This design comes from an exercise in tuning for small area and a short achievable clock period on the open sky130 flow, not from production work.
At most, simulation tests tie the RTL to the original design; equivalence was not proved.
No functional check of the RTL was part of run 7.
Power and IR drop assume default switching activity.

==> design.v <==
module cam_to_ram_fifo #(
    parameter int DATA_WIDTH = 10,
    parameter int ADDR_WIDTH = 8
) (
    input  logic                  clk,
    input  logic                  reset_n,
    input  logic [DATA_WIDTH-1:0] data,
    input  logic                  wrreq,
    input  logic                  rdreq,
    output logic [DATA_WIDTH-1:0] q,
    output logic                  rdempty,
    output logic                  wrfull,
    output logic [ADDR_WIDTH:0]   usedw
);
    localparam int DW = DATA_WIDTH;
    localparam int NR = 16;      
    localparam int RL = 15;      
    logic [3:0]  A;              
    logic [3:0]  C;              
    logic [7:0]  wp;
    logic [7:0]  rp;
    logic [8:0]  count;
    logic        empty_r;
    logic        full_r;
    logic [NR-1:0] P;            
    logic [NR-1:0] V;            
    logic        wr_ok;
    logic        rd_ok;
    assign rdempty = empty_r;
    assign wrfull  = full_r;
    assign usedw   = count;
    assign wr_ok = wrreq & ~full_r;
    assign rd_ok = rdreq & ~empty_r;
    wire inc = wr_ok & ~rd_ok;
    wire dec = rd_ok & ~wr_ok;
    wire full_n = full_r ? ~rd_ok : (count == 9'd255) & inc;
    wire [3:0] wp_lo = wp[3:0];
    wire [3:0] rp_lo = rp[3:0];
    wire a_zero = (A == 4'd0);
    wire a_last = (A == 4'd14);
    wire c_zero = (C == 4'd0);
    wire c_one  = (C == 4'd1);
    logic le15, le16, le31;
    wire  ge16 = ~le15;
    wire  lt32 = le31;
    wire nowrap = (rp_lo <= wp_lo);
    logic [NR-1:0] land;
    logic [NR-1:0] live;
    logic [NR-1:0] pend_h;
    logic [NR-1:0] catch_h;
    logic [NR-1:0] wen;           
    logic [NR-1:0] rsel;          
    logic [DW-1:0] S  [NR];
    logic [DW-1:0] H  [NR];
    function automatic logic [3:0] step15(input logic [3:0] x, input logic dn);
        if (dn) step15 = x;
        else step15 = (x == 4'd14) ? 4'd0 : x + 4'd1;
    endfunction
    genvar r;
    generate
        for (r = 0; r < NR; r = r + 1) begin : g_ring
            logic [RL*DW-1:0] rg;
            wire lt_wp = (4'(r) < wp_lo);
            wire ge_rp = (4'(r) >= rp_lo);
            wire inr   = nowrap ? (ge_rp & lt_wp) : (ge_rp | lt_wp);
            assign land[r] = P[r] & (lt_wp ? a_zero : a_last);
            assign live[r] = ge16 | inr;
            assign pend_h[r] = P[r] & live[r] & (le16 | (lt32 & ~inr));
            assign catch_h[r] = ~V[r] & (ge_rp ? c_zero : c_one) & live[r] & (~pend_h[r] | land[r]);
            always_ff @(posedge clk) begin
                rg <= {rg[(RL-1)*DW-1:0], land[r] ? S[r] : rg[RL*DW-1 -: DW]};
            end
            always_ff @(posedge clk) begin
                if (wrreq & wen[r]) S[r] <= data;
                if (catch_h[r]) H[r] <= pend_h[r] ? S[r] : rg[RL*DW-1 -: DW];
            end
            always_ff @(posedge clk or negedge reset_n) begin
                if (!reset_n) begin
                    P[r] <= 1'b0;
                    V[r] <= 1'b0;
                end else begin
                    if (wrreq & wen[r]) P[r] <= 1'b1;
                    else if (land[r]) P[r] <= 1'b0;
                    if (rd_ok & rsel[r]) V[r] <= 1'b0;
                    else if (catch_h[r]) V[r] <= 1'b1;
                end
            end
        end
    endgenerate
    logic [DW-1:0] rd_word;
    always_comb begin
        rd_word = '0;
        for (int i = 0; i < NR; i = i + 1) begin
            rd_word = rd_word
                | ({DW{rsel[i] &  V[i]}} & H[i])
                | ({DW{rsel[i] & ~V[i]}} & S[i]);
        end
    end
    always_ff @(posedge clk or negedge reset_n) begin
        if (!reset_n) begin
            A       <= 4'd1;
            C       <= 4'd1;
            wp      <= '0;
            rp      <= '0;
            count   <= '0;
            empty_r <= 1'b1;
            full_r  <= 1'b0;
            le15    <= 1'b1;
            le16    <= 1'b1;
            le31    <= 1'b1;
            rsel    <= 16'd1;
            wen     <= 16'd1;
        end else begin
            for (int i = 0; i < NR; i = i + 1)
                wen[i] <= (wp_lo + {3'd0, wr_ok} == 4'(i)) & ~full_n;
            if (rd_ok) rsel <= {rsel[NR-2:0], rsel[NR-1]};
            le15 <= le15 ? ~((count == 9'd15) & inc) : (count == 9'd16) & dec;
            le16 <= le16 ? ~((count == 9'd16) & inc) : (count == 9'd17) & dec;
            le31 <= le31 ? ~((count == 9'd31) & inc) : (count == 9'd32) & dec;
            A <= step15(A, wr_ok & (wp_lo == 4'd15));
            C <= step15(C, rd_ok & (rp_lo == 4'd15));
            if (wr_ok) wp <= wp + 1'b1;
            if (rd_ok) rp <= rp + 1'b1;
            case ({wr_ok, rd_ok})
                2'b10:   count <= count + 1'b1;
                2'b01:   count <= count - 1'b1;
                default: count <= count;
            endcase
            empty_r <= empty_r ? ~wr_ok : (count == 9'd1) & rd_ok & ~wr_ok;
            full_r  <= full_n;
        end
    end
    logic [DW-1:0] q_r;
    always_ff @(posedge clk or negedge reset_n) begin
        if (!reset_n) begin
            q_r <= '0;
        end else if (rd_ok) begin
            q_r <= rd_word;
        end
    end
    assign q = q_r;
endmodule
==> flow/run.sh <==
#!/bin/bash
set -e
echo 'export BUFFER_PORTS_ARGS = -buffer_cell sky130_fd_sc_hd__buf_4' >> config.mk
bash standard.sh > standard.log 2>&1
==> standard.sh <==
#!/bin/bash
# synth_recipe.tcl (not shown) runs the flow's synth.tcl, then flattens the netlist and writes it again
# the make line also repeats each setting of config.mk as NAME=value (left out here)
make -C /OpenROAD-flow-scripts/flow DESIGN_CONFIG=/design/flow/config.mk WORK_HOME=/design/flow/orfs CLKGATE_MAP_FILE= SYNTH_SCRIPT=/design/flow/synth_recipe.tcl "${@:-finish}"
==> config.mk <==
export PLATFORM = sky130hd
export DESIGN_NAME = cam_to_ram_fifo
export DESIGN_NICKNAME = cam_to_ram_fifo
export VERILOG_FILES = /design/flow/design.v
export SDC_FILE = /design/flow/constraint.sdc
export NUM_CORES = 4
export LEC_CHECK = 0
export CAP_MARGIN = 20
export CORE_MARGIN = 2
export CORE_UTILIZATION = 50
export CTS_CLUSTER_DIAMETER = 80
export CTS_CLUSTER_SIZE = 24
export SETUP_SLACK_MARGIN = 2.6
export SLEW_MARGIN = 20
export TNS_END_PERCENT = 10
export BUFFER_PORTS_ARGS = -buffer_cell sky130_fd_sc_hd__buf_4
==> constraint.sdc <==
create_clock -name core_clock -period 5.0 [get_ports {clk}]
set_input_delay 1.0000 -clock core_clock [delete_from_list [all_inputs] [get_ports {clk}]]
set_output_delay 1.0000 -clock core_clock [all_outputs]
set_load 0.01 [all_outputs]
==> results of run 1 <==
-- state kept, by name, indices dropped and copies added, names as in the netlist, 9 cells and up --
signal and count:
q_r 10, P 16, g_ring.rg 2400, S 160, wen 16, rsel 16
V 16, count 9, H 160
-- routing by layer --
layer,vias up,global-route usage
met2,830,0.299
met4,0,0.100
li1,14200,-
met5,-,0
met1,14900,0.284
met3,303,0.0404
-- power by group through the flow --
stage | logic [µW] | registers (µW) | clock network (µW)
after detailed placement | 4900 | 29600 | 0
after global placement | 4840 | 29400 | 0
after CTS | 5730 | 29000 | 12700
final | 6190 | 29000 | 12200
after floorplan | 3740 | 28700 | 0
after global routing | 6520 | 29400 | 13400
-- kinds of logic (layout without fill, tap and decap cells) --
| family | Yosys count | in the layout | synth area share |
|---|---|---|---|
| other cells | 0 | 9 | 0 |
| fa+ha+maj | 25 | 25 | 0.00426 |
| mux | 380 | 380 | 0.0614 |
| compound gates | 321 | 324 | 0.0349 |
| simple gates | 388 | 388 | 0.0279 |
| flops | 2824 | 2824 | 0.862 |
| xor+xnor | 16 | 16 | 0.00200 |
| buf+inv | 132 | 359 | 0.00782 |
-- worst paths after layout --
path	start	slack (ns)	depth (start not counted)	endpoint
min in group core_clock	g_ring[7].rg[105]	0.31	0	g_ring[7].rg[115]
max in group asynchronous	reset_n	3.85	2	A[0]
hold reg to reg	g_ring[7].rg[105]	0.31	0	g_ring[7].rg[115]
setup reg to reg	rp[1]	2.15	8	H[11][5]
hold / removal	reset_n	0.28	1	count[0]
setup / recovery	rp[1]	2.15	8	H[11][5]
-- metrics by stage --
step / total power, µW / hold slack [ns] / cell area (µm²)
after floorplan: 32400 / 0.310 / 70200
after global placement: 34300 / 0.310 / 72600
after detailed placement: 34500 / 0.312 / 72600
after CTS: 47400 / 0.256 / 77300
after global routing: 49400 / 0.297 / 77800
final: 47400 / 0.282 / 77800
-- timing repair --
item / CTS / global route
setup buffers: 44 / 11
endpoints found under the setup margin: 486 / 521
gates resized for setup: 39 / 57
pin swaps: 18 / 12
gates cloned: 2 / 2
-- cells in the final DEF, fill, tap and decap left out, types with 13 or more instances in the layout --
cell / synthesis / layout
a221oi_1: 30 / 27
a21oi_1: 59 / 49
a222oi_1: 17 / 17
inv_1: 36 / 31
nand4_1: 33 / 33
a22o_1: 15 / 15
mux2i_1: 16 / 16
and2_1: 38 / 37
ha_1: 19 / 13
nand2b_1: 15 / 14
mux2_2: 352 / 342
buf_12: 0 / 20
edfxtp_1: 320 / 320
nand2_1: 122 / 120
clkbuf_16: 0 / 143
clkbuf_1: 60 / 31
nand3_1: 20 / 20
dfrtp_1: 96 / 89
nor2_1: 78 / 67
dfxtp_1: 2400 / 2400
mux2_4: 10 / 20
buf_4: 2 / 93
a22oi_1: 58 / 58
o21ai_0: 40 / 31
nor2b_1: 20 / 17
-- worst reg2reg max path: stages, from the launching register on --
cell     delay (ns)
dfrtp_2        0.48
ha_4           0.29
nor2b_4        0.15
o211a_4        0.26
o21ai_4        0.09
buf_12         0.14
maj3_2         0.38
a221o_2        0.50
mux2_4         0.33
-- final cells by class --
| class | instances | area [µm²] | area share |
|---|---|---|---|
| sequential | 2824 | 60300 | 0.775 |
| inverter | 40 | 153 | 0.00196 |
| clock inverter | 29 | 439 | 0.00564 |
| timing repair buffer | 115 | 1130 | 0.0146 |
| tap | 1876 | 2350 | 0.0302 |
| clock buffer | 175 | 3690 | 0.0474 |
| antenna | 9 | 22.5 | 0.000289 |
| multi-input combinational | 1133 | 9740 | 0.125 |
==> summary.txt, run 1 <==
- Reg power frac: 0.612
- Post-route DRC violation count: 0
- # clock sinks: 2824
- Die extent in y: 378 µm
- Half-perimeter wire length after placement: 98.8 mm
- Share of the clock period used by the worst path after layout: 0.570
- Maximum Capacitance Violations: 0
- Net switching power of the design: 11800 µW
- Cts hold-fix bufs: 0
- GPL Wtd Cong: 0.978
- Syn Std Cell Area: 69900 µm²
- Number of library cell types mapped by synthesis: 91
- Biggest area consumer among synthesized cells: dfxtp_1
- Global-route wire length before repair: 203 mm
- Nets: 4288
- Number of enable flip-flop cells after synthesis: 320
- Seq/Total Area, Yosys: 0.862
- Total internal power: 35700 µW
- Total wirelength of the detailed-routed design: 144 mm
- Element type at the critical path end: register
- Ys Warns: 3
- VDD IR-drop max: 0.352 mV
- Worst-path cell chain: ha_4 > nor2b_4 > o211a_4 > o21ai_4 > buf_12 > maj3_2 > a221o_2 > mux2_4
- Post-Syn Area per Cell: 17.1 µm²
- Length of routed met3 wiring: 7.38 mm
- Startpoint-to-endpoint class of the critical path: reg2reg
- Pin count of the biggest net entering global routing: 60
- H-tree depth: 4
- Most used standard cells in the synthesized netlist: dfxtp_1, mux2_2, edfxtp_1
- Largest fanout of any net on the critical path: 7
- Cell Pwr Density: 610 nW/µm²
- Top post-synthesis cells by area: dfxtp_1, edfxtp_1, mux2_2, dfrtp_1, nand2_1
- FMAX: 351 MHz
- Time the final worst path needs with I/O delays and setup: 2.85 ns
- Top-count cell post-synth: dfxtp_1
- Worst path max stage delay: 0.50 ns
- Met2 wire length: 61.3 mm
- DRT iter0 DRCs: 2501
- Logic pwr share: 0.130
- Row cnt: 137
- Synth async-reset ratio: 0.0368
- Critical path data arrival time: 3.42 ns
- Hold violation count in the final report: 0
- Largest delay share family, worst path: compound AO/OA/AOI/OAI gates
- Routed met1 length: 67.4 mm
- Count of input and output buffers: 34
- Highest metal layer with signal wires: met4
- Crit-path slowest cell: a221o_2
- Total clock buffers created by CTS: 141
- Share of final-layout standard cells stronger than drive strength 1: 0.179
- Kind of path behind the tightest hold check: in2async
- Finish-stage setup viols: 0
- Syn_nets: 4119
- Endpoint required time on the critical path: 5.57 ns
- Flops & latches, synth: 2824
- Mapped Cells: 4086
- Outcome: finished clean
- Worst slack, placed: 1.34 ns
- Portion of total power attributed to the clock network: 0.258
- Fraction of power spent switching nets: 0.248
- Number of non-filler instances in the completed layout: 6201
- Worst Setup Start Kind: register
- Slew Viols, Final: 0
- Clock Latency Late Sink: 0.82 ns
- Worst setup skew after layout: 0.0373 ns
- Post-detailed-route wirelength per cell: 23.2 µm
- Fill cell count: 11000
- Worst-case headroom to the max-slew limit: 0.123
- Area of the die: 143000 µm²
- Worst-case setup margin in the final layout: 2.15 ns
- Setup TNS Final: 0 ns
- Mean number of vias per cell: 4.87
- Number of buffers and inverters on the critical path: 1
- Antenna violations before repair: 9
- Grt ovf: 0
- Layout overhead on the synthesized area: 11.2%
- Clock-pin slew on the worst setup and hold paths: 0.10 ns
- Vias in the first global route: 28700
- Clock tree from TritonCTS: done
- Setup repair after global routing missed its margin: yes
- Core area: 139000 µm²
- Bufs on Longest Clock Path: 3
- Leakage power figure: 0.0304 µW
- Root buffer selected by CTS: clkbuf_16
- Initial cell density of the core: 0.503
- Remaining antenna violation count after routing: 0
- Slew of the pin with the lowest slew margin: 1.32 ns
- Number of optimization iterations in the first detailed-route pass: 5
- Cell count after placement: 5929
- Post-layout utilization of the core: 0.559
- Number of primary I/O pins: 35
- Die boundary width: 378 µm
- Via Count: 30200
- Yosys top cell area share: 0.687
- Most common flop cell mapped by yosys: dfxtp_1
- Total Routing Usage GR: 0.202
==> run 2, diff against run 1 <==
--- a/design.v
+++ b/design.v
@@ -33,17 +33,19 @@
     assign rd_ok = rdreq & ~empty_r;
     wire inc = wr_ok & ~rd_ok;
     wire dec = rd_ok & ~wr_ok;
+    function automatic logic [3:0] step15(input logic [3:0] x, input logic dn);
+        if (dn) step15 = x;
+        else step15 = (x == 4'd14) ? 4'd0 : x + 4'd1;
+    endfunction
     wire full_n = full_r ? ~rd_ok : (count == 9'd255) & inc;
+    wire [3:0] A_n = step15(A, wr_ok & (wp_lo == 4'd15));
+    wire [3:0] C_n = step15(C, rd_ok & (rp_lo == 4'd15));
     wire [3:0] wp_lo = wp[3:0];
     wire [3:0] rp_lo = rp[3:0];
-    wire a_zero = (A == 4'd0);
-    wire a_last = (A == 4'd14);
-    wire c_zero = (C == 4'd0);
-    wire c_one  = (C == 4'd1);
+    logic a_zero, a_last, c_zero, c_one, nowrap;
     logic le15, le16, le31;
     wire  ge16 = ~le15;
     wire  lt32 = le31;
-    wire nowrap = (rp_lo <= wp_lo);
     logic [NR-1:0] land;
     logic [NR-1:0] live;
     logic [NR-1:0] pend_h;
@@ -52,10 +54,6 @@
     logic [NR-1:0] rsel;          
     logic [DW-1:0] S  [NR];
     logic [DW-1:0] H  [NR];
-    function automatic logic [3:0] step15(input logic [3:0] x, input logic dn);
-        if (dn) step15 = x;
-        else step15 = (x == 4'd14) ? 4'd0 : x + 4'd1;
-    endfunction
     genvar r;
     generate
         for (r = 0; r < NR; r = r + 1) begin : g_ring
@@ -100,6 +98,11 @@
         if (!reset_n) begin
             A       <= 4'd1;
             C       <= 4'd1;
+            a_zero  <= 1'b0;
+            a_last  <= 1'b0;
+            c_zero  <= 1'b0;
+            c_one   <= 1'b1;
+            nowrap  <= 1'b1;
             wp      <= '0;
             rp      <= '0;
             count   <= '0;
@@ -117,8 +120,13 @@
             le15 <= le15 ? ~((count == 9'd15) & inc) : (count == 9'd16) & dec;
             le16 <= le16 ? ~((count == 9'd16) & inc) : (count == 9'd17) & dec;
             le31 <= le31 ? ~((count == 9'd31) & inc) : (count == 9'd32) & dec;
-            A <= step15(A, wr_ok & (wp_lo == 4'd15));
-            C <= step15(C, rd_ok & (rp_lo == 4'd15));
+            A <= A_n;
+            C <= C_n;
+            a_zero <= (A_n == 4'd0);
+            a_last <= (A_n == 4'd14);
+            c_zero <= (C_n == 4'd0);
+            c_one  <= (C_n == 4'd1);
+            nowrap <= (rp_lo + {3'd0, rd_ok} <= wp_lo + {3'd0, wr_ok});
             if (wr_ok) wp <= wp + 1'b1;
             if (rd_ok) rp <= rp + 1'b1;
             case ({wr_ok, rd_ok})
==> summary.txt, run 2 <==
- Outcome: finished clean
- # clock sinks: 2829 (+0.18%)
- Share of final-layout standard cells stronger than drive strength 1: 0.180 (+0.000906)
- GPL Wtd Cong: 0.955 (-2.4%)
- Mapped Cells: 4050 (-0.88%)
- Clock Latency Late Sink: 0.82 ns (about the same)
- Largest fanout of any net on the critical path: 9 (+2)
- Endpoint required time on the critical path: 5.66 ns (+0.09 ns)
- Number of enable flip-flop cells after synthesis: 320 (unchanged)
- Number of library cell types mapped by synthesis: 82 (-9.9%)
- Pin count of the biggest net entering global routing: 46 (-23%)
- Remaining antenna violation count after routing: 0 (unchanged)
- Number of non-filler instances in the completed layout: 6157 (-0.71%)
- Most used standard cells in the synthesized netlist: dfxtp_1, mux2_2, edfxtp_1
- Element type at the critical path end: register
- Slew of the pin with the lowest slew margin: 1.10 ns (-0.212 ns)
- DRT iter0 DRCs: 2453 (-1.9%)
- Post-Syn Area per Cell: 17.2 µm² (+0.72%)
- Crit-path slowest cell: nor4_1
- Yosys top cell area share: 0.688 (+0.00114)
- Setup repair after global routing missed its margin: yes
- Ys Warns: 3 (unchanged)
- H-tree depth: 4 (unchanged)
- Commonest cells after routing, fill and taps aside: dfxtp_1, mux2_2, edfxtp_1
- Row cnt: 137 (unchanged)
- Leakage power figure: 0.0302 µW (-0.80%)
- Global-route wire length before repair: 199 mm (-2.1%)
- Net switching power of the design: 11000 µW (-6.8%)
- Fraction of power spent switching nets: 0.240 (-0.00853)
- Nets: 4246 (-0.98%)
- Bufs on Longest Clock Path: 3 (unchanged)
- Die extent in y: 378 µm (about the same)
- Post-route DRC violation count: 0 (unchanged)
- Antenna violations before repair: 14 (+5)
- Most common flop cell mapped by yosys: dfxtp_1
- Flops & latches, synth: 2829 (+0.18%)
- Maximum Capacitance Violations: 0 (unchanged)
- Critical path data arrival time: 3.27 ns (-0.15 ns)
- Cell count after placement: 5889 (-0.67%)
- Logic pwr share: 0.110 (-0.020)
- Area of the die: 143000 µm² (-0.16%)
- Kind of path behind the tightest hold check: in2async
- Biggest area consumer among synthesized cells: dfxtp_1
- Top post-synthesis cells by area: dfxtp_1, edfxtp_1, mux2_2, dfrtp_1, nand2_1
- Worst-path cell chain: and2_1 > a22oi_1 > nand4_1 > nor4_1 > a21oi_1
- Root buffer selected by CTS: clkbuf_16
- Total wirelength of the detailed-routed design: 142 mm (-0.94%)
- Cell Pwr Density: 591 nW/µm² (-3.0%)
- Layout overhead on the synthesized area: 11.0%
- Setup TNS Final: 0 ns (unchanged)
- Largest register FFs: 2400 (unchanged)
- VDD IR-drop max: 0.474 mV (+35%)
- Worst path max stage delay: 0.68 ns (+0.18 ns)
- Total clock buffers created by CTS: 142 (+0.71%)
- Worst-case headroom to the max-slew limit: 0.265 (+0.142)
- Startpoint-to-endpoint class of the critical path: reg2reg
- Finish-stage setup viols: 0 (unchanged)
- Number of primary I/O pins: 35 (unchanged)
- Vias in the first global route: 28100 (-2.0%)
- Mean number of vias per cell: 4.86 (-0.24%)
- Worst Setup Start Kind: register
- Clock tree from TritonCTS: done
- Number of optimization iterations in the first detailed-route pass: 6 (+1)
- Share of the clock period used by the worst path after layout: 0.522 (-0.0485)
- Portion of total power attributed to the clock network: 0.268 (+0.010)
- Grt ovf: 0 (unchanged)
- Most common cell after layout, fill and taps aside: dfxtp_1
- Total internal power: 34800 µW (-2.4%)
- Count of input and output buffers: 34 (unchanged)
- Biggest regs: g_ring.rg (2400), H (160), S (160)
- Fill cell count: 10800 (-1.2%)
- Syn Std Cell Area: 69800 µm² (-0.17%)
- Worst setup skew after layout: 0.0413 ns (+0.00395 ns)
- Syn_nets: 4084 (-0.85%)
- Die boundary width: 378 µm (about the same)
- Clock-pin slew on the worst setup and hold paths: 0.10 ns (about the same)
- Post-detailed-route wirelength per cell: 23.1 µm (-0.23%)
- Slew Viols, Final: 0 (unchanged)
- Seq/Total Area, Yosys: 0.865 (+0.00326)
- Via Count: 29900 (-0.95%)
- Time the final worst path needs with I/O delays and setup: 2.61 ns (-0.243 ns)
- Total Routing Usage GR: 0.198 (-0.00389)
- Top-count cell post-synth: dfxtp_1
- Initial cell density of the core: 0.502 (about the same)
- Reg power frac: 0.622 (+0.010)
- Largest register by flop count: g_ring.rg
- Core area: 139000 µm² (-0.12%)
- Half-perimeter wire length after placement: 96.3 mm (-2.6%)
- FMAX: 383 MHz (+9.3%)
- Synth async-reset ratio: 0.0385 (+0.00170)
- Hold violation count in the final report: 0 (unchanged)
-- run 2: cell count changes in the layout (fill, tap and decap cells not counted), sizes merged, moves of 17 or more --
cell	change
a21oi	-25
a32oi	+19
nor2	-18
and2	-17
-- run 2: through the flow --
| step | instance area (µm²) | utilization | total power [µW] | hold slack (ns) | setup slack (ns) |
|---|---|---|---|---|---|
| 2_1_floorplan | 69900 | - | 31300 | 0.310 | 2.31 |
| 3_3_place_gp | 72300 | 0.520 | 33000 | 0.310 | 1.65 |
| 3_5_place_dp | 72300 | 0.520 | 33200 | 0.312 | 1.63 |
| 4_1_cts | 77000 | 0.554 | 45800 | 0.233 | 2.29 |
| 5_1_grt | 77500 | 0.557 | 47700 | 0.256 | 2.40 |
| 6_report | 77500 | 0.557 | 45800 | 0.271 | 2.39 |
-- run 2: cell families after synthesis --
logic type | count (synthesis) | synth area share
AOI/OAI and AO/OA | 306 | 0.0327
xor gates and xnor gates | 19 | 0.00238
DFF | 2829 | 0.865
adders and majority gates | 29 | 0.00495
muxes | 387 | 0.0624
buffers and inverters | 140 | 0.00803
and+or+nand+nor | 340 | 0.0246
-- run 2: worst max-delay path, delay by kind of cell, from the launching register on --
kind	cells	cell delay, ns
AOI/OAI and AO/OA	2	0.68
and+or+nand+nor	3	1.27
DFF	1	0.49
-- run 2: routing by layer --
| metal | GRT usage | share of wire | wire, µm |
|---|---|---|---|
| met2 | 0.288 | 0.42 | 60000 |
| met1 | 0.277 | 0.46 | 65100 |
| met5 | 0 | 0.000070 | 10 |
| met3 | 0.0441 | 0.063 | 8930 |
| met4 | 0.108 | 0.059 | 8440 |
-- run 2: final cells by class --
type | instances | area, µm² | area share
flip-flops and latches | 2829 | 60400 | 0.780
multi-input cells | 1083 | 9330 | 0.120
clock buffers | 178 | 3730 | 0.0481
well taps | 1876 | 2350 | 0.0303
repair buffers | 103 | 1000 | 0.0130
clock inverters | 26 | 389 | 0.00502
inverters | 53 | 208 | 0.00268
diodes | 9 | 22.5 | 0.000291
-- run 2: timing repair --
| action | in CTS | in global routing |
|---|---|---|
| buffers inserted | 24 | 29 |
| cloned | 0 | 2 |
| gates resized for setup | 62 | 61 |
| hold buffers | 0 | 0 |
| setup endpoints to repair | 468 | 469 |
| pin swaps | 11 | 13 |
-- run 2: power groups by stage --
stage	clock (µW)	combinational (µW)	sequential, µW
2_1_floorplan	0	3170	28200
3_3_place_gp	0	4130	28900
3_5_place_dp	0	4150	29000
4_1_cts	12700	4590	28600
5_1_grt	13500	5350	28900
6_report	12300	5050	28500
-- run 2: path summary, 6_finish.rpt --
path,from,end,slack [ns],cells past startpoint
worst min-delay path,reset_n,V[5],0.27,1
min in group core_clock,g_ring[7].rg[30],g_ring[7].rg[40],0.30,0
worst min register to register,g_ring[7].rg[30],g_ring[7].rg[40],0.30,0
worst max register to register,rsel[5],q_r[9],2.39,5
max in group asynchronous,reset_n,a_last,3.57,2
worst max-delay path,rsel[5],q_r[9],2.39,5
==> run 3, diff against run 2 <==
--- a/config.mk
+++ b/config.mk
@@ -7,10 +7,10 @@
 export LEC_CHECK = 0
 export CAP_MARGIN = 20
 export CORE_MARGIN = 2
-export CORE_UTILIZATION = 50
+export CORE_UTILIZATION = 60
 export CTS_CLUSTER_DIAMETER = 80
 export CTS_CLUSTER_SIZE = 24
-export SETUP_SLACK_MARGIN = 2.6
+export SETUP_SLACK_MARGIN = 2.8
 export SLEW_MARGIN = 20
 export TNS_END_PERCENT = 10
 export BUFFER_PORTS_ARGS = -buffer_cell sky130_fd_sc_hd__buf_4
==> summary.txt, run 3 <==
- Outcome: finished clean
- Slew of the pin with the lowest slew margin: 1.15 ns (+0.0475 ns)
- Remaining antenna violation count after routing: 0 (unchanged)
- Yosys top cell area share: 0.688 (unchanged)
- Number of enable flip-flop cells after synthesis: 320 (unchanged)
- Hold violation count in the final report: 0 (unchanged)
- Worst-case headroom to the max-slew limit: 0.233 (-0.0317)
- Number of library cell types mapped by synthesis: 82 (unchanged)
- Fill cell count: 7481 (-31%)
- Clock tree from TritonCTS: done
- GPL Wtd Cong: 0.963 (+0.84%)
- Die boundary width: 345 µm (-8.6%)
- Ys Warns: 3 (unchanged)
- Layout overhead on the synthesized area: 10.9% (about the same)
- Row cnt: 125 (-8.8%)
- FMAX: 392 MHz (+2.3%)
- Nets: 4273 (+0.64%)
- Total internal power: 34900 µW (+0.13%)
- Endpoint required time on the critical path: 5.63 ns (-0.03 ns)
- Finish-stage setup viols: 0 (unchanged)
- Fraction of power spent switching nets: 0.246 (+0.00598)
- # clock sinks: 2829 (unchanged)
- Largest fanout of any net on the critical path: 8 (-1)
- Syn_nets: 4084 (unchanged)
- Syn Std Cell Area: 69800 µm² (unchanged)
- End of the worst register-to-register path: q_r[9]
- Mean number of vias per cell: 5.27 (+8.5%)
- Root buffer selected by CTS: clkbuf_16
- Post-layout utilization of the core: 0.669 (+0.112)
- Clock-pin slew on the worst setup and hold paths: 0.10 ns (about the same)
- Post-route DRC violation count: 0 (unchanged)
- Logic pwr share: 0.117 (+0.007)
- Maximum Capacitance Violations: 0 (unchanged)
- Via Count: 30700 (+2.5%)
- Time the final worst path needs with I/O delays and setup: 2.55 ns (-0.0586 ns)
- Worst setup skew after layout: 0.0453 ns (+0.00403 ns)
- Share of final-layout standard cells stronger than drive strength 1: 0.191 (+0.0108)
- Worst Setup Start Kind: register
- Number of optimization iterations in the first detailed-route pass: 8 (+2)
- Net switching power of the design: 11400 µW (+3.4%)
- Startpoint-to-endpoint class of the critical path: reg2reg
- Logic depth of the worst register-to-register path: 5 (unchanged)
- Global-route wire length before repair: 224 mm (+12%)
- Pin count of the biggest net entering global routing: 52 (+13%)
- Total clock buffers created by CTS: 139 (-2.1%)
- Half-perimeter wire length after placement: 103 mm (+6.7%)
- Slew Viols, Final: 0 (unchanged)
- Post-detailed-route wirelength per cell: 27.1 µm (+17%)
- Reg power frac: 0.619 (-0.003)
- Top-count cell post-synth: dfxtp_1
- Synth async-reset ratio: 0.0385 (unchanged)
- Setup repair after global routing missed its margin: yes
- Element type at the critical path end: register
- Vias in the first global route: 31000 (+10%)
- Post-Syn Area per Cell: 17.2 µm² (unchanged)
- Largest register by flop count: g_ring.rg
- Kind of path behind the tightest hold check: in2async
- Setup TNS Final: 0 ns (unchanged)
- Total wirelength of the detailed-routed design: 158 mm (+11%)
- Number of primary I/O pins: 35 (unchanged)
- Leakage power figure: 0.0303 µW (+0.51%)
- Antenna violations before repair: 15 (+1)
- Biggest regs: g_ring.rg (2400), H (160), S (160)
- Initial cell density of the core: 0.603 (+0.101)
- H-tree depth: 4 (unchanged)
- Count of input and output buffers: 34 (unchanged)
- Commonest cells after routing, fill and taps aside: dfxtp_1, mux2_2, edfxtp_1
- Most used standard cells in the synthesized netlist: dfxtp_1, mux2_2, edfxtp_1
- R2R setup slack: 2.45 ns (+0.06 ns)
- Total Routing Usage GR: 0.265 (+0.0663)
- Portion of total power attributed to the clock network: 0.264 (-0.004)
- Core area: 116000 µm² (-17%)
- Grt ovf: 0 (unchanged)
- DRT iter0 DRCs: 2877 (+17%)
- Most common flop cell mapped by yosys: dfxtp_1
- Area of the die: 119000 µm² (-16%)
- Cell Pwr Density: 597 nW/µm² (+0.94%)
- Reg2Reg Launch Point: rsel[4]
- Die extent in y: 345 µm (-8.6%)
- Cts hold-fix bufs: 0 (unchanged)
- Seq/Total Area, Yosys: 0.865 (unchanged)
- Most common cell after layout, fill and taps aside: dfxtp_1
- Biggest area consumer among synthesized cells: dfxtp_1
- Top post-synthesis cells by area: dfxtp_1, edfxtp_1, mux2_2, dfrtp_1, nand2_1
- Largest register FFs: 2400 (unchanged)
- Clock Latency Late Sink: 0.80 ns (-0.02 ns)
- Critical path data arrival time: 3.18 ns (-0.09 ns)
- Mapped Cells: 4050 (unchanged)
- Share of the clock period used by the worst path after layout: 0.510 (-0.0117)
- Bufs on Longest Clock Path: 3 (unchanged)
- Flops & latches, synth: 2829 (unchanged)
- VDD IR-drop max: 0.441 mV (-6.8%)
==> run 3: cell counts after synthesis <==
Identical to the previous run, type by type.
==> run 3: kinds of logic after synthesis <==
kind of cell	share of synthesized area
mux	0.0624
simple gates	0.0246
compound gates	0.0327
fa+ha+maj	0.00495
xor+xnor	0.00238
flops	0.865
buf+inv	0.00803
==> run 3: cell type report <==
class                   count  area [µm²]  area share
inverters                  53         214     0.00276
well taps                1524        1910      0.0246
flip-flops and latches   2829       60400       0.780
repair buffers            131        1350      0.0175
diodes                      1        2.50   0.0000323
clock buffers             174        3650      0.0471
multi-input cells        1085        9500       0.123
clock inverters            21         384     0.00496
==> run 3: critical path, stage by stage (launching register included) <==
cell and delay, ns:
dfrtp_1 0.55, and2_1 0.53, a22oi_1 0.40, nand4_1 0.30, nor4_2 0.47, a21oi_1 0.15
==> run 3: layer usage <==
| layer | wire length [µm] | track usage | vias to the layer above |
|---|---|---|---|
| li1 | - | - | 14100 |
| met1 | 71000 | 0.374 | 15400 |
| met2 | 71900 | 0.415 | 944 |
| met3 | 8430 | 0.0461 | 280 |
| met4 | 6230 | 0.0970 | 14 |
| met5 | 89 | 0 | - |
==> run 3: how the worst max path moves through the flow <==
stage             from  endpoint  slack, ns  depth (start not counted)
2_1_floorplan    wp[1]   H[4][0]       2.32                          8
3_3_place_gp     wp[1]   H[6][0]       1.44                          6
3_5_place_dp     wp[1]   H[6][2]       1.26                          6
4_1_cts        empty_r  count[7]       2.48                          9
5_1_grt          wp[1]   H[8][7]       2.45                          8
6_report       rsel[4]    q_r[9]       2.45                          5
==> run 3: per-stage QoR <==
stage,cell area (µm²),power [µW],setup slack (ns),hold WS (ns),cells
final,77500,46200,2.45,0.177,5818
after floorplan,70000,31400,2.32,0.310,4050
after CTS,77100,46300,2.48,0.167,5790
after global placement,71900,33000,1.44,0.309,5539
after detailed placement,71900,33300,1.26,0.312,5540
after global routing,77500,47900,2.45,0.178,5817
==> run 3: power groups by stage <==
stage                     logic (µW)  clock network, µW  registers [µW]
after global routing            5670              13200           29000
after CTS                       5070              12500           28700
after detailed placement        4190                  0           29100
after floorplan                 3210                  0           28200
final                           5400              12200           28600
after global placement          4090                  0           28900
==> run 3: repair_timing <==
item,in CTS,in global routing
pin swaps,25,16
resized for setup,124,29
gates cloned,5,1
setup endpoints to repair,547,538
setup buffers,50,26
==> run 4, diff against run 3 <==
--- a/config.mk
+++ b/config.mk
@@ -7,7 +7,7 @@
 export LEC_CHECK = 0
 export CAP_MARGIN = 20
 export CORE_MARGIN = 2
-export CORE_UTILIZATION = 60
+export CORE_UTILIZATION = 70
 export CTS_CLUSTER_DIAMETER = 80
 export CTS_CLUSTER_SIZE = 24
 export SETUP_SLACK_MARGIN = 2.8
==> summary.txt, run 4 <==
- Count of input and output buffers: 34 (unchanged)
- Global-route wire length before repair: 257 mm (+15%)
- Clock tree from TritonCTS: done
- R2R setup slack: 2.30 ns (-0.15 ns)
- Area fraction in compound gates after synthesis: 0.0327 (unchanged)
- Synth async-reset ratio: 0.0385 (unchanged)
- Worst-path cell chain: nand2_1 > o211ai_1 > o211ai_1 > nor2_2
- Share of the clock period used by the worst path after layout: 0.539 (+0.0293)
- Worst setup skew after layout: 0.0411 ns (-0.00424 ns)
- Fill cell count: 4398 (-41%)
- Startpoint-to-endpoint class of the critical path: reg2reg
- Half-perimeter wire length after placement: 109 mm (+6.6%)
- Row cnt: 115 (-8.0%)
- Core area: 98600 µm² (-15%)
- Bufs on Longest Clock Path: 3 (unchanged)
- Syn Std Cell Area: 69800 µm² (unchanged)
- Nets: 4271 (-0.047%)
- Worst path max stage delay: 0.94 ns (+0.39 ns)
- VDD IR-drop max: 0.423 mV (-4.3%)
- Mapped Cells: 4050 (unchanged)
- Crit-path slowest cell: dfstp_4
- Final worst hold slack: 0.313 ns (+0.136 ns)
- Biggest regs: g_ring.rg (2400), H (160), S (160)
- Seq/Total Area, Yosys: 0.865 (unchanged)
- Critical path data arrival time: 3.14 ns (-0.04 ns)
- Worst Setup Start Kind: register
- Via Count: 33600 (+9.7%)
- Total clock buffers created by CTS: 138 (-0.72%)
- Commonest cells after routing, fill and taps aside: dfxtp_1, mux2_2, edfxtp_1
- Clock-pin slew on the worst setup and hold paths: 0.11 ns (about the same)
- Share of the synthesized netlist area taken by xor and xnor gates: 0.00238 (unchanged)
- Flops & latches, synth: 2829 (unchanged)
- Adder-cell share of the synthesized area: 0.00495 (unchanged)
- Largest register FFs: 2400 (unchanged)
- Slew Viols, Final: 0 (unchanged)
- Cts hold-fix bufs: 0 (unchanged)
- FMAX: 371 MHz (-5.4%)
- Top post-synthesis cells by area: dfxtp_1, edfxtp_1, mux2_2, dfrtp_1, nand2_1
- Share of final-layout standard cells stronger than drive strength 1: 0.197 (+0.00680)
- Setup TNS Final: 0 ns (unchanged)
- Number of optimization iterations in the first detailed-route pass: 9 (+1)
- Ys Warns: 3 (unchanged)
- Endpoint required time on the critical path: 5.44 ns (-0.19 ns)
- Setup repair after global routing missed its margin: yes
- Post-Syn Area per Cell: 17.2 µm² (unchanged)
- Most common flop cell mapped by yosys: dfxtp_1
- Number of primary I/O pins: 35 (unchanged)
- Top-count cell post-synth: dfxtp_1
- Hold violation count in the final report: 0 (unchanged)
- Post-route DRC violation count: 0 (unchanged)
- Time the final worst path needs with I/O delays and setup: 2.70 ns (+0.146 ns)
- H-tree depth: 4 (unchanged)
- Most used standard cells in the synthesized netlist: dfxtp_1, mux2_2, edfxtp_1
- Finish-stage setup viols: 0 (unchanged)
- Largest register by flop count: g_ring.rg
- Layout overhead on the synthesized area: 10.7%
- Mean number of vias per cell: 6.02 (+14%)
- Worst-case headroom to the max-slew limit: 0.214 (-0.0191)
- Element type at the critical path end: register
- Cell seen most often among critical-path stages: o211ai_1
- Vias in the first global route: 34800 (+12%)
- Root buffer selected by CTS: clkbuf_16
- Clock Latency Late Sink: 0.82 ns (+0.02 ns)
- Simple-gate share of the synthesized area: 0.0246 (unchanged)
- Post-detailed-route wirelength per cell: 33.8 µm (+25%)
- GPL Wtd Cong: 0.953 (-1.0%)
- Kind of path behind the tightest hold check: reg2reg
- Outcome: finished clean
- Biggest area consumer among synthesized cells: dfxtp_1
- Pin count of the biggest net entering global routing: 58 (+12%)
- # clock sinks: 2829 (unchanged)
- Antenna violations before repair: 26 (+11)
- Syn_nets: 4084 (unchanged)
- Number of library cell types mapped by synthesis: 82 (unchanged)
- Yosys top cell area share: 0.688 (unchanged)
- DRT iter0 DRCs: 4341 (+51%)
- Grt ovf: 0 (unchanged)
- Largest fanout of any net on the critical path: 27 (+19)
- Remaining antenna violation count after routing: 0 (unchanged)
- Die boundary width: 320 µm (-7.3%)
- Initial cell density of the core: 0.708 (+0.105)
- Leakage power figure: 0.0303 µW (about the same)
- Number of enable flip-flop cells after synthesis: 320 (unchanged)
- Total Routing Usage GR: 0.358 (+0.0935)
- Slew of the pin with the lowest slew margin: 1.18 ns (+0.0286 ns)
- Die extent in y: 320 µm (-7.3%)
- Dominant combinational cell family by area after synthesis: multiplexers
- Area of the die: 102000 µm² (-14%)
- Most common cell after layout, fill and taps aside: dfxtp_1
- Total wirelength of the detailed-routed design: 189 mm (+20%)
- Cell Pwr Density: 614 nW/µm² (+2.9%)
- Maximum Capacitance Violations: 0 (unchanged)
- Multiplexer share of the synthesized area: 0.0624 (unchanged)
run 4: critical path, delay by kind of cell (launching register included):
kind / cells / cell delay [ns]
and+or+nand+nor: 2 / 0.90
AOI/OAI and AO/OA: 2 / 0.48
DFF: 1 / 0.94
run 4: area by class of cell:
type | instances | area (µm²) | area share
Inverter | 53 | 220 | 0.00285
Tap cell | 1287 | 1610 | 0.0208
Multi-Input combinational cell | 1083 | 9690 | 0.125
Sequential cell | 2829 | 60500 | 0.782
Clock inverter | 17 | 272 | 0.00351
Clock buffer | 178 | 3690 | 0.0477
Antenna cell | 8 | 20.0 | 0.000259
Timing Repair Buffer | 132 | 1360 | 0.0176
run 4: final timing paths:
| path | start | cells after the start | to |
|---|---|---|---|
| worst max register to register | le15 | 4 | H[15][8] |
| min in group asynchronous | reset_n | 1 | rsel[1] |
| worst max-delay path | le15 | 4 | H[15][8] |
| worst min register to register | g_ring[9].rg[127] | 0 | g_ring[9].rg[137] |
| worst min-delay path | g_ring[9].rg[127] | 0 | g_ring[9].rg[137] |
| max in group asynchronous | reset_n | 2 | count[2] |
run 4: cells by family after synthesis:
logic type	count (synthesis)
compound gates	306
xor+xnor	19
fa+ha+maj	29
buf+inv	140
flops	2829
mux	387
simple gates	340
run 4: layer usage:
metal	global-route usage	part of all wire	vias up
met2	0.563	0.46	2198
met4	0.219	0.073	24
met1	0.455	0.37	16600
met3	0.0835	0.089	753
met5	0	0.00083	-
li1	-	-	14000
run 4: through the flow:
stage	setup slack [ns]	total power [µW]	std cells	instance area [µm²]	util
floorplan	2.32	31400	4050	70000	-
global placement	1.76	32900	5300	71600	0.726
detailed placement	1.62	33500	5300	71600	0.726
CTS	2.44	46700	5542	76600	0.777
global route	2.34	48600	5579	77300	0.784
finish	2.30	47500	5587	77300	0.784
run 4: where the power goes:
group	internal, µW	total, µW	switching [µW]
Clock	5330	12600	7280
Combinational	2540	5750	3210
Sequential	27000	29100	2100
run 4: repair_timing:
action	CTS	global route
gates cloned	3	4
endpoints found under the setup margin	537	526
buffers inserted	44	33
pin swaps	26	26
gates resized for setup	128	95
==> run 5, diff against run 4 <==
--- a/design.v
+++ b/design.v
@@ -52,8 +52,14 @@
     logic [NR-1:0] catch_h;
     logic [NR-1:0] wen;           
     logic [NR-1:0] rsel;          
+    logic [NR-1:0] sel_h;         
+    logic [NR-1:0] sel_s;         
+    logic [NR-1:0] V_n;
+    logic [NR-1:0] rsel_n;
     logic [DW-1:0] S  [NR];
     logic [DW-1:0] H  [NR];
+    assign rsel_n = rd_ok ? {rsel[NR-2:0], rsel[NR-1]} : rsel;
+    assign V_n = ~({NR{rd_ok}} & rsel) & (V | catch_h);
     genvar r;
     generate
         for (r = 0; r < NR; r = r + 1) begin : g_ring
@@ -79,8 +85,7 @@
                 end else begin
                     if (wrreq & wen[r]) P[r] <= 1'b1;
                     else if (land[r]) P[r] <= 1'b0;
-                    if (rd_ok & rsel[r]) V[r] <= 1'b0;
-                    else if (catch_h[r]) V[r] <= 1'b1;
+                    V[r] <= V_n[r];
                 end
             end
         end
@@ -90,8 +95,8 @@
         rd_word = '0;
         for (int i = 0; i < NR; i = i + 1) begin
             rd_word = rd_word
-                | ({DW{rsel[i] &  V[i]}} & H[i])
-                | ({DW{rsel[i] & ~V[i]}} & S[i]);
+                | ({DW{sel_h[i]}} & H[i])
+                | ({DW{sel_s[i]}} & S[i]);
         end
     end
     always_ff @(posedge clk or negedge reset_n) begin
@@ -112,11 +117,15 @@
             le16    <= 1'b1;
             le31    <= 1'b1;
             rsel    <= 16'd1;
+            sel_h   <= 16'd0;
+            sel_s   <= 16'd1;
             wen     <= 16'd1;
         end else begin
             for (int i = 0; i < NR; i = i + 1)
                 wen[i] <= (wp_lo + {3'd0, wr_ok} == 4'(i)) & ~full_n;
-            if (rd_ok) rsel <= {rsel[NR-2:0], rsel[NR-1]};
+            rsel  <= rsel_n;
+            sel_h <= rsel_n & V_n;
+            sel_s <= rsel_n & ~V_n;
             le15 <= le15 ? ~((count == 9'd15) & inc) : (count == 9'd16) & dec;
             le16 <= le16 ? ~((count == 9'd16) & inc) : (count == 9'd17) & dec;
             le31 <= le31 ? ~((count == 9'd31) & inc) : (count == 9'd32) & dec;
--- a/config.mk
+++ b/config.mk
@@ -7,7 +7,7 @@
 export LEC_CHECK = 0
 export CAP_MARGIN = 20
 export CORE_MARGIN = 2
-export CORE_UTILIZATION = 70
+export CORE_UTILIZATION = 60
 export CTS_CLUSTER_DIAMETER = 80
 export CTS_CLUSTER_SIZE = 24
 export SETUP_SLACK_MARGIN = 2.8
==> summary.txt, run 5 <==
- Ys Warns: 3 (unchanged)
- VDD IR-drop max: 0.364 mV (-14%)
- H-tree depth: 4 (unchanged)
- DRT iter0 DRCs: 2947 (-32%)
- Worst-case setup margin in the final layout: 2.43 ns (+0.130 ns)
- Share of final-layout standard cells stronger than drive strength 1: 0.169 (-0.0282)
- Row cnt: 125 (+8.7%)
- Number of library cell types mapped by synthesis: 80 (-2.4%)
- Time the final worst path needs with I/O delays and setup: 2.57 ns (-0.130 ns)
- R2R setup slack: 2.43 ns (+0.13 ns)
- Post-route DRC violation count: 0 (unchanged)
- Half-perimeter wire length after placement: 96.1 mm (-12%)
- Hold violation count in the final report: 0 (unchanged)
- Logic depth of the worst register-to-register path: 10 (+6)
- Clock tree from TritonCTS: done
- Largest register FFs: 2400 (unchanged)
- Slew of the pin with the lowest slew margin: 0.899 ns (-0.281 ns)
- End of the worst register-to-register path: H[0][9]
- Clock Latency Late Sink: 0.79 ns (-0.03 ns)
- Root buffer selected by CTS: clkbuf_16
- Most used standard cells in the synthesized netlist: dfxtp_1, mux2_2, edfxtp_1
- Area of the die: 120000 µm² (+17%)
- Outcome: finished clean
- Worst Setup Start Kind: register
- Critical path data arrival time: 3.09 ns (-0.05 ns)
- # clock sinks: 2861 (+1.1%)
- Total clock buffers created by CTS: 138 (unchanged)
- Synth async-reset ratio: 0.0493 (+0.0108)
- Endpoint required time on the critical path: 5.52 ns (+0.08 ns)
- Finish-stage setup viols: 0 (unchanged)
- Syn_nets: 4095 (+0.27%)
- Yosys top cell area share: 0.683 (-0.00543)
- Top-count cell post-synth: dfxtp_1
- Core area: 116000 µm² (+18%)
- Clock-pin slew on the worst setup and hold paths: 0.10 ns (about the same)
- Cell Pwr Density: 576 nW/µm² (-6.2%)
- Post-route cell area: 77700 µm² (+0.47%)
- Maximum Capacitance Violations: 0 (unchanged)
- Layout overhead on the synthesized area: 10.4%
- Global-route wire length before repair: 198 mm (-23%)
- Total Routing Usage GR: 0.235 (-0.123)
- Initial cell density of the core: 0.606 (-0.103)
- Post-detailed-route wirelength per cell: 24.4 µm (-28%)
- Worst-case headroom to the max-slew limit: 0.401 (+0.187)
- Vias in the first global route: 28200 (-19%)
- Mean number of vias per cell: 5.11 (-15%)
- Number of optimization iterations in the first detailed-route pass: 9 (unchanged)
- Setup TNS Final: 0 ns (unchanged)
- Commonest cells after routing, fill and taps aside: dfxtp_1, edfxtp_1, mux2_2
- Mapped Cells: 4061 (+0.27%)
- Biggest area consumer among synthesized cells: dfxtp_1
- Worst setup startpoint: rp[1]
- Via Count: 29800 (-11%)
- Number of enable flip-flop cells after synthesis: 320 (unchanged)
- Kind of path behind the tightest hold check: in2async
- Largest fanout of any net on the critical path: 5 (-81%)
- Element type at the critical path end: register
- Syn Std Cell Area: 70400 µm² (+0.80%)
- Most common flop cell mapped by yosys: dfxtp_1
- Pin count of the biggest net entering global routing: 73 (+26%)
- Worst setup skew after layout: 0.0389 ns (-0.00216 ns)
- Startpoint-to-endpoint class of the critical path: reg2reg
- GPL Wtd Cong: 0.992 (+4.0%)
- Total wirelength of the detailed-routed design: 142 mm (-25%)
- Reg2Reg Launch Point: rp[1]
- Count of input and output buffers: 34 (unchanged)
- Biggest regs: g_ring.rg (2400), H (160), S (160)
- Die boundary width: 346 µm (+8.3%)
- Number of primary I/O pins: 35 (unchanged)
- Grt ovf: 0 (unchanged)
- Largest register by flop count: g_ring.rg
- Total cell area at the placement stage: 72400 µm² (+1.1%)
- Leakage power figure: 0.0307 µW (+1.0%)
- Worst slack, placed: 1.44 ns (-0.186 ns)
- Seq/Total Area, Yosys: 0.869 (+0.00457)
- Antenna violations before repair: 16 (-38%)
- Die extent in y: 346 µm (+8.3%)
- Slew Viols, Final: 0 (unchanged)
- Top post-synthesis cells by area: dfxtp_1, edfxtp_1, mux2_2, dfrtp_1, a22oi_1
- Flops & latches, synth: 2861 (+1.1%)
- Post-Syn Area per Cell: 17.3 µm² (+0.52%)
- FMAX: 390 MHz (+5.1%)
- Share of the clock period used by the worst path after layout: 0.513 (-0.0261)
- Setup repair after global routing missed its margin: yes
- Nets: 4264 (-0.16%)
- Most common cell after layout, fill and taps aside: dfxtp_1
- Bufs on Longest Clock Path: 3 (unchanged)
- Remaining antenna violation count after routing: 0 (unchanged)
- Final worst hold slack: 0.300 ns (-0.0135 ns)
-- run 5: where the power goes --
part | internal (µW) | total [µW] | switching (µW)
combinational | 1740 | 3780 | 2050
sequential | 27300 | 28900 | 1570
clock | 5320 | 12100 | 6750
total | 34400 | 44700 | 10400
-- run 5: logic make-up after synthesis --
| logic type | Yosys count | synth area share |
|---|---|---|
| xor+xnor | 18 | 0.00224 |
| mux | 350 | 0.0555 |
| flops | 2861 | 0.869 |
| fa+ha+maj | 31 | 0.00523 |
| buf+inv | 138 | 0.00805 |
| compound gates | 338 | 0.0354 |
| simple gates | 325 | 0.0241 |
-- run 5: area by class of cell --
class	instances	area [µm²]
antenna	9	22.5
clock buffer	183	3670
clock inverter	18	337
fill	7873	38500
inverter	53	231
multi-input combinational	1063	9070
sequential	2861	61200
tap	1524	1910
timing repair buffer	111	1180
timing repair inverter	2	22.5
-- run 5: worst max-delay path by stage --
| stage | to | cells past startpoint |
|---|---|---|
| after detailed placement | count[7] | 9 |
| after global routing | H[0][8] | 9 |
| after CTS | rdempty | 1 |
| final | H[0][9] | 10 |
| after global placement | count[7] | 9 |
| after floorplan | nowrap | 13 |
-- run 5: per-stage QoR --
step	util	total power (µW)	instances
floorplan	-	31000	4061
global placement	0.623	32400	5543
detailed placement	0.623	32500	5543
CTS	0.663	44800	5778
global route	0.668	46500	5815
finish	0.668	44700	5824
-- run 5: repair_timing --
item                       4_1_cts  5_1_grt
pin swaps                       18       16
setup buffers                   32       34
setup endpoints to repair      558      538
hold buffers                     0        0
resized for setup               64       50
cloned                           2        3
-- run 5: routing by layer --
metal / track usage / up-vias / wire [µm]
met2: 0.345 / 1000 / 60500
met1: 0.339 / 14500 / 65400
met3: 0.0387 / 275 / 8520
met5: 0 / - / 53
met4: 0.119 / 2 / 7550
li1: - / 14000 / -
-- run 5: critical path: stages (launching register included) --
cell and delay [ns]:
dfrtp_2 0.48, inv_2 0.09, ha_4 0.15, or3b_4 0.38, maj3_2 0.36, nand2_2 0.09
nand2_2 0.06, nor2_4 0.10, buf_12 0.13, buf_12 0.13, mux2_2 0.34
==> run 6, diff against run 5 <==
--- a/config.mk
+++ b/config.mk
@@ -7,7 +7,7 @@
 export LEC_CHECK = 0
 export CAP_MARGIN = 20
 export CORE_MARGIN = 2
-export CORE_UTILIZATION = 60
+export CORE_UTILIZATION = 70
 export CTS_CLUSTER_DIAMETER = 80
 export CTS_CLUSTER_SIZE = 24
 export SETUP_SLACK_MARGIN = 2.8
==> summary.txt, run 6 <==
- Mapped Cells: 4061 (unchanged)
- Post-route DRC violation count: 0 (unchanged)
- Slew of the pin with the lowest slew margin: 1.01 ns (+0.110 ns)
- # clock sinks: 2861 (unchanged)
- Largest register FFs: 2400 (unchanged)
- Flops & latches, synth: 2861 (unchanged)
- Most common flop cell mapped by yosys: dfxtp_1
- Top post-synthesis cells by area: dfxtp_1, edfxtp_1, mux2_2, dfrtp_1, a22oi_1
- Half-perimeter wire length after placement: 102 mm (+5.7%)
- Worst path max stage delay: 0.71 ns (+0.23 ns)
- Core area: 99900 µm² (-14%)
- Pin count of the biggest net entering global routing: 82 (+12%)
- Via Count: 31500 (+5.9%)
- Total power: 45500 µW (+1.7%)
- Crit-path slowest cell: a22oi_1
- End of the worst register-to-register path: q_r[4]
- Number of optimization iterations in the first detailed-route pass: 8 (-1)
- Nets: 4249 (-0.35%)
- Share of the clock period used by the worst path after layout: 0.522 (+0.00914)
- Bufs on Longest Clock Path: 3 (unchanged)
- Ys Warns: 3 (unchanged)
- Vias in the first global route: 32200 (+14%)
- Row cnt: 116 (-7.2%)
- Largest register by flop count: g_ring.rg
- Hold violation count in the final report: 0 (unchanged)
- Number of buffers and inverters on the critical path: 0 (-3)
- GPL Wtd Cong: 1.01 (+2.0%)
- Clock Latency Late Sink: 0.79 ns (about the same)
- Layout overhead on the synthesized area: 9.60%
- VDD IR-drop max: 0.496 mV (+36%)
- Worst Setup Start Kind: register
- Reg2Reg Launch Point: sel_h[7]
- Yosys top cell area share: 0.683 (unchanged)
- Global-route wire length before repair: 227 mm (+15%)
- Setup TNS Final: 0 ns (unchanged)
- Post-layout utilization of the core: 0.772 (+0.104)
- Largest delay share family, worst path: simple AND/OR/NAND/NOR gates
- Finish-stage setup viols: 0 (unchanged)
- H-tree depth: 4 (unchanged)
- Total clock buffers created by CTS: 138 (unchanged)
- Logic depth of the worst register-to-register path: 4 (-6)
- Root buffer selected by CTS: clkbuf_16
- Die boundary width: 321 µm (-7.3%)
- Leakage power figure: 0.0305 µW (-0.37%)
- Worst-path cell chain: a22oi_1 > nand3_1 > nor4_1 > a21oi_1
- Cell Pwr Density: 590 nW/µm² (+2.4%)
- Grt ovf: 0 (unchanged)
- Post-detailed-route wirelength per cell: 29.4 µm (+21%)
- Initial cell density of the core: 0.705 (+0.0992)
- Commonest cells after routing, fill and taps aside: dfxtp_1, edfxtp_1, mux2_2
- Biggest regs: g_ring.rg (2400), H (160), S (160)
- Worst setup skew after layout: 0.0288 ns (-0.0101 ns)
- Total Routing Usage GR: 0.315 (+0.0801)
- Outcome: finished clean
- Count of input and output buffers: 34 (unchanged)
- Syn_nets: 4095 (unchanged)
- Antenna violations before repair: 17 (+1)
- Worst-case headroom to the max-slew limit: 0.327 (-0.0736)
- Post-Syn Area per Cell: 17.3 µm² (unchanged)
- Slew Viols, Final: 0 (unchanged)
- Element type at the critical path end: register
- Mean number of vias per cell: 5.66 (+11%)
- Most common cell after layout, fill and taps aside: dfxtp_1
- Number of library cell types mapped by synthesis: 80 (unchanged)
- Remaining antenna violation count after routing: 0 (unchanged)
- Number of primary I/O pins: 35 (unchanged)
- Biggest area consumer among synthesized cells: dfxtp_1
- Top-count cell post-synth: dfxtp_1
- Largest fanout of any net on the critical path: 10 (+5)
- Startpoint-to-endpoint class of the critical path: reg2reg
- Area of the die: 103000 µm² (-14%)
- Clock tree from TritonCTS: done
- Maximum Capacitance Violations: 0 (unchanged)
- Setup repair after global routing missed its margin: yes
- DRT iter0 DRCs: 3302 (+12%)
- FMAX: 383 MHz (-1.7%)
- Critical path data arrival time: 3.27 ns (+0.18 ns)
- Syn Std Cell Area: 70400 µm² (unchanged)
- R2R setup slack: 2.39 ns (-0.05 ns)
- Total wirelength of the detailed-routed design: 164 mm (+15%)
- Synth async-reset ratio: 0.0493 (unchanged)
- Number of enable flip-flop cells after synthesis: 320 (unchanged)
- Endpoint required time on the critical path: 5.66 ns (+0.14 ns)
- Die extent in y: 321 µm (-7.3%)
- Seq/Total Area, Yosys: 0.869 (unchanged)
- Share of final-layout standard cells stronger than drive strength 1: 0.166 (-0.00354)
- Fill cell count: 5090 (-35%)
- Time the final worst path needs with I/O delays and setup: 2.61 ns (+0.0457 ns)
- Kind of path behind the tightest hold check: in2async
- Clock-pin slew on the worst setup and hold paths: 0.11 ns (about the same)
- Most used standard cells in the synthesized netlist: dfxtp_1, mux2_2, edfxtp_1
[run 6: cell counts after synthesis]
No cell type changed its count.
[run 6: what timing repair did]
action,4_1_cts,5_1_grt
buffers inserted,39,13
hold buffers,0,0
pin swaps,18,10
resized for setup,67,38
setup endpoints to repair,566,555
cloned,1,4
[run 6: metrics by stage]
stage | cells | setup slack [ns] | cell area, µm² | hold WS [ns]
global placement | 5316 | 1.70 | 72100 | 0.310
floorplan | 4061 | 2.27 | 70600 | 0.310
global route | 5566 | 2.41 | 77100 | 0.314
finish | 5573 | 2.39 | 77100 | 0.307
detailed placement | 5316 | 1.60 | 72100 | 0.312
CTS | 5549 | 2.46 | 76800 | 0.300
[run 6: cell families (layout without fill, tap and decap cells)]
group	Yosys count	in the layout	share of synthesized area
other	0	7	0
muxes	350	350	0.0555
xor gates and xnor gates	18	18	0.00224
AOI/OAI and AO/OA	338	338	0.0354
and+or+nand+nor	325	328	0.0241
adders and majority gates	31	31	0.00523
DFF	2861	2861	0.869
buffers and inverters	138	342	0.00805
[run 6: worst max-delay path by stage]
| stage | end | from | slack, ns | depth (start not counted) |
|---|---|---|---|---|
| finish | q_r[4] | sel_h[7] | 2.39 | 4 |
| detailed placement | H[2][9] | rp[3] | 1.60 | 5 |
| CTS | H[0][5] | rp[1] | 2.46 | 9 |
| global route | g_ring[6].rg[2] | wp[1] | 2.41 | 5 |
| floorplan | nowrap | rdreq | 2.27 | 13 |
| global placement | H[2][4] | rp[3] | 1.70 | 5 |
[run 6: layout make-up]
cell class                 count  area [µm²]  area share
clock inverter                14         218     0.00282
clock buffer                 179        3690      0.0479
inverter                      53         205     0.00266
multi-input combinational   1065        9110       0.118
timing repair buffer          96        1030      0.0134
sequential                  2861       61200       0.794
tap                         1298        1620      0.0211
antenna                        7        17.5    0.000227
[run 6: where the power goes]
| part | leakage (µW) | switching, µW | internal, µW | total (µW) |
|---|---|---|---|---|
| Sequential | 0.0241 | 1990 | 27300 | 29300 |
| Combinational | 0.00454 | 2150 | 1710 | 3860 |
| Clock | 0.00190 | 6980 | 5300 | 12300 |
| Total | 0.0305 | 11100 | 34400 | 45500 |
[run 6: routing by layer]
metal / wire length [µm] / GRT usage / part of all wire
met5: 22 / 0 / 0.00013
met4: 10100 / 0.167 / 0.062
met3: 11300 / 0.0530 / 0.069
met2: 76500 / 0.500 / 0.47
met1: 66000 / 0.421 / 0.40
[run 6: worst reg2reg max path, delay by kind of cell, from the launching register on]
family	cells	cell delay [ns]
flip-flops	1	0.65
AND/OR/NAND/NOR	2	0.97
AO/OA/AOI/OAI	2	0.87
==> run 7, diff against run 6 <==
==> design.v (replaced) <==
module cam_to_ram_fifo #(
    parameter int DATA_WIDTH = 10,
    parameter int ADDR_WIDTH = 8
) (
    input  logic                  clk,
    input  logic                  reset_n,
    input  logic [DATA_WIDTH-1:0] data,
    input  logic                  wrreq,
    input  logic                  rdreq,
    output logic [DATA_WIDTH-1:0] q,
    output logic                  rdempty,
    output logic                  wrfull,
    output logic [ADDR_WIDTH:0]   usedw
);
    localparam logic [ADDR_WIDTH:0] FULL_COUNT = {1'b1, {ADDR_WIDTH{1'b0}}};
    logic [DATA_WIDTH-1:0] mem [2**ADDR_WIDTH];
    logic [ADDR_WIDTH-1:0] wp;
    logic [ADDR_WIDTH-1:0] rp;
    logic [ADDR_WIDTH:0]   count;
    logic                  wr_ok;
    logic                  rd_ok;
    assign rdempty = (count == '0);
    assign wrfull  = (count == FULL_COUNT);
    assign usedw   = count;
    assign wr_ok = wrreq & ~wrfull;
    assign rd_ok = rdreq & ~rdempty;
    always_ff @(posedge clk) begin
        if (wr_ok) begin
            mem[wp] <= data;
        end
    end
    always_ff @(posedge clk or negedge reset_n) begin
        if (!reset_n) begin
            wp    <= '0;
            rp    <= '0;
            count <= '0;
        end else begin
            if (wr_ok) begin
                wp <= wp + 1'b1;
            end
            if (rd_ok) begin
                rp <= rp + 1'b1;
            end
            case ({wr_ok, rd_ok})
                2'b10:   count <= count + 1'b1;
                2'b01:   count <= count - 1'b1;
                default: count <= count;
            endcase
        end
    end
    logic [DATA_WIDTH-1:0] q_r;
    always_ff @(posedge clk or negedge reset_n) begin
        if (!reset_n) begin
            q_r <= '0;
        end else if (rd_ok) begin
            q_r <= mem[rp];
        end
    end
    assign q = q_r;
endmodule
==> run.sh (new file) <==
#!/bin/bash
# synth_recipe.tcl (not shown) runs the flow's synth.tcl, then flattens the netlist and writes it again
# the make line also repeats each setting of config.mk as NAME=value (left out here)
make -C /OpenROAD-flow-scripts/flow DESIGN_CONFIG=/design/flow/config.mk WORK_HOME=/design/flow/orfs CLKGATE_MAP_FILE= SYNTH_SCRIPT=/design/flow/synth_recipe.tcl finish
==> config.mk (replaced) <==
export PLATFORM = sky130hd
export DESIGN_NAME = cam_to_ram_fifo
export DESIGN_NICKNAME = cam_to_ram_fifo
export VERILOG_FILES = /design/flow/design.v
export SDC_FILE = /design/flow/constraint.sdc
export NUM_CORES = 4
export LEC_CHECK = 0
export CAP_MARGIN = 20
export CORE_MARGIN = 2
export CORE_UTILIZATION = 50
export SETUP_SLACK_MARGIN = 1.5
export SLEW_MARGIN = 20
removed: flow/run.sh
removed: standard.sh
==> summary.txt, run 7 <==
- Seq/Total Area, Yosys: 0.771 (-0.0983)
- Die boundary width: 453 µm (+41%)
- Startpoint-to-endpoint class of the critical path: reg2reg
- Half-perimeter wire length after placement: 155 mm (+53%)
- Endpoint required time on the critical path: 5.86 ns (+0.20 ns)
- Area of the die: 205000 µm² (+99%)
- Worst-case headroom to the max-slew limit: 0.178 (-0.149)
- Mapped Cells: 4572 (+13%)
- Top post-synthesis cells by area: edfxtp_1, mux4_2, mux2i_1, nor2_1, dfrtp_1
- Post-Syn Area per Cell: 22.1 µm² (+27%)
- Maximum Capacitance Violations: 0 (unchanged)
- Largest register by flop count: mem
- Fraction of power spent switching nets: 0.303 (+0.0583)
- Synth async-reset ratio: 0.0135 (-0.0358)
- Core area: 200000 µm² (+100%)
- Total cell area at the placement stage: 107000 µm² (+48%)
- Time the final worst path needs with I/O delays and setup: 3.52 ns (+0.906 ns)
- Antenna violations before repair: 12 (-5)
- Finish-stage setup viols: 0 (unchanged)
- Mean number of vias per cell: 6.23 (+10%)
- Hold violation count in the final report: 0 (unchanged)
- Reg2Reg Launch Point: rp[3]
- Layout overhead on the synthesized area: 14.8%
- Biggest regs: mem (2560), q_r (10), count (9)
- Post-route cell area: 116000 µm² (+50%)
- Slew Viols, Final: 0 (unchanged)
- Top-count cell post-synth: edfxtp_1
- Most used standard cells in the synthesized netlist: edfxtp_1, mux4_2, nor2_1
- DRT iter0 DRCs: 6608 (+100%)
- Ys Warns: 1 (-2)
- Yosys top cell area share: 0.762 (+0.0798)
- Post-route DRC violation count: 0 (unchanged)
- Clock tree from TritonCTS: done
- Clock Latency Late Sink: 0.94 ns (+0.15 ns)
- Initial cell density of the core: 0.504 (-0.201)
- Outcome: finished clean
- Syn Std Cell Area: 101000 µm² (+43%)
- Worst-case setup margin in the final layout: 1.48 ns (-0.906 ns)
- GPL Wtd Cong: 0.862 (-15%)
- H-tree depth: 5 (+1)
- Setup TNS Final: 0 ns (unchanged)
- Total power: 62200 µW (+37%)
- R2R setup slack: 1.48 ns (-0.91 ns)
- Setup repair after global routing missed its margin: yes
- Slew of the pin with the lowest slew margin: 1.23 ns (+0.220 ns)
- Number of enable flip-flop cells after synthesis: 2560 (+700%)
- Last element of the critical path: q_r[9]
- Via Count: 49300 (+56%)
- Portion of total power attributed to the clock network: 0.315 (+0.045)
- Element type at the critical path end: register
- Combined area of the multi-input logic cells: 21700 µm² (+140%)
- Worst setup startpoint: rp[3]
- Most common cell after layout, fill and taps aside: edfxtp_1
- Number of optimization iterations in the first detailed-route pass: 6 (-2)
- Number of primary I/O pins: 35 (unchanged)
- Commonest cells after routing, fill and taps aside: edfxtp_1, mux4_2, buf_4
- Logic depth of the worst register-to-register path: 8 (+4)
- Kind of path behind the tightest hold check: in2async
- FMAX: 284 MHz (-26%)
- Post-detailed-route wirelength per cell: 33.0 µm (+12%)
- Worst slack, placed: 0.721 ns (-0.881 ns)
- Leakage power figure: 0.0369 µW (+21%)
- Bufs on Longest Clock Path: 4 (+1)
- Row cnt: 164 (+41%)
- Nets: 5096 (+20%)
- Fill cell count: 14400 (+180%)
- Root buffer selected by CTS: clkbuf_16
- Worst setup skew after layout: 0.0693 ns (+0.0405 ns)
- Most common flop cell mapped by yosys: edfxtp_1
- Total clock buffers created by CTS: 282 (+100%)
- End of the worst register-to-register path: q_r[9]
## run 7: timing repair
| action | in CTS | in global routing |
|---|---|---|
| setup buffers | 16 | 10 |
| pin swaps | 2 | 1 |
| cloned | 1 | 3 |
| setup endpoints to repair | 34 | 54 |
| hold buffers | 0 | 0 |
| gates resized for setup | 24 | 32 |
## run 7: cells by family after synthesis
logic type               count (synthesis)  synth area share
AO/OA/AOI/OAI                          306            0.0212
XOR/XNOR                                22           0.00191
adder cells (fa/ha/maj)                 14           0.00181
buffers and inverters                  277            0.0163
flip-flops                            2595             0.771
multiplexers                           838             0.166
AND/OR/NAND/NOR                        520            0.0218
## run 7: worst max-delay path, stage by stage, from the launching register on
cell and delay, ns:
dfrtp_4 0.69, buf_16 0.34, nor2_2 0.62, buf_4 0.47, a22o_1 0.27, nor3_1 0.07, nor3_2 0.58, nor4_1 0.18
o211ai_1 0.19
## run 7: area by class of cell
type,count,share of cell area
antenna,1,0.0000216
clock buffer,348,0.0644
clock inverter,125,0.00926
inverter,13,0.000454
multi-input combinational,1700,0.187
sequential,2595,0.672
tap,2656,0.0287
timing repair buffer,476,0.0381
## run 7: stage by stage
step / utilization / hold slack (ns) / cells
floorplan: - / 0.493 / 4572
global placement: 0.533 / 0.530 / 7408
detailed placement: 0.533 / 0.536 / 7410
CTS: 0.577 / 0.180 / 7900
global route: 0.579 / 0.248 / 7914
finish: 0.579 / 0.231 / 7914
## run 7: metal layers
layer	global-route usage	vias to the layer above	wire length [µm]
li1	-	20200	-
met1	0.371	26500	107000
met2	0.397	2239	124000
met3	0.0498	405	21900
met4	0.0775	4	7820
met5	0	-	28
## run 7: power groups by stage
stage | logic, µW | clock network [µW] | registers, µW
after CTS | 17700 | 19900 | 24700
after global placement | 17000 | 0 | 25300
final | 18000 | 19600 | 24700
after floorplan | 11200 | 0 | 24800
after detailed placement | 17100 | 0 | 25300
after global routing | 18800 | 20700 | 24700
## run 7: how the worst min path moves through the flow
stage	end	slack, ns	depth (start not counted)
2_1_floorplan	wp[3]	0.49	1
3_3_place_gp	rp[7]	0.53	1
3_5_place_dp	wp[3]	0.54	1
4_1_cts	count[8]	0.18	1
5_1_grt	count[2]	0.25	1
6_report	count[2]	0.23	1

-- afterwards: timing with drivers on the ports --
The results above use ideal ports. As a check the final layouts listed here were re-extracted and re-timed, cells and wires unchanged.
Step 1 sets driving cells, clkbuf_16 on the clock port and buf_2 on the other inputs (assumed; they add their load-dependent delay and slew).
Step 2 also shifts input and output timing later by t, the mid clock arrival at the registers, as if the neighbouring blocks saw the same clock.
Slacks: ideal / step 1 / step 2; pairs: ideal / step 1.
run | t (ns) | slack for setup (ns)
run 1 | 0.884 | 2.148 / 2.148 / 1.796
run 2 | 0.877 | 2.391 / 2.371 / 2.005
run 3 | 0.854 | 2.449 / 2.433 / 1.923
run 4 | 0.872 | 2.303 / 2.303 / 1.925
run 5 | 0.838 | 2.433 / 2.433 / 2.026
run 6 | 0.845 | 2.388 / 2.388 / 1.875
run 7 | 0.997 | 1.481 / 1.481 / 0.702
After both steps setup and hold are still met in every run listed.
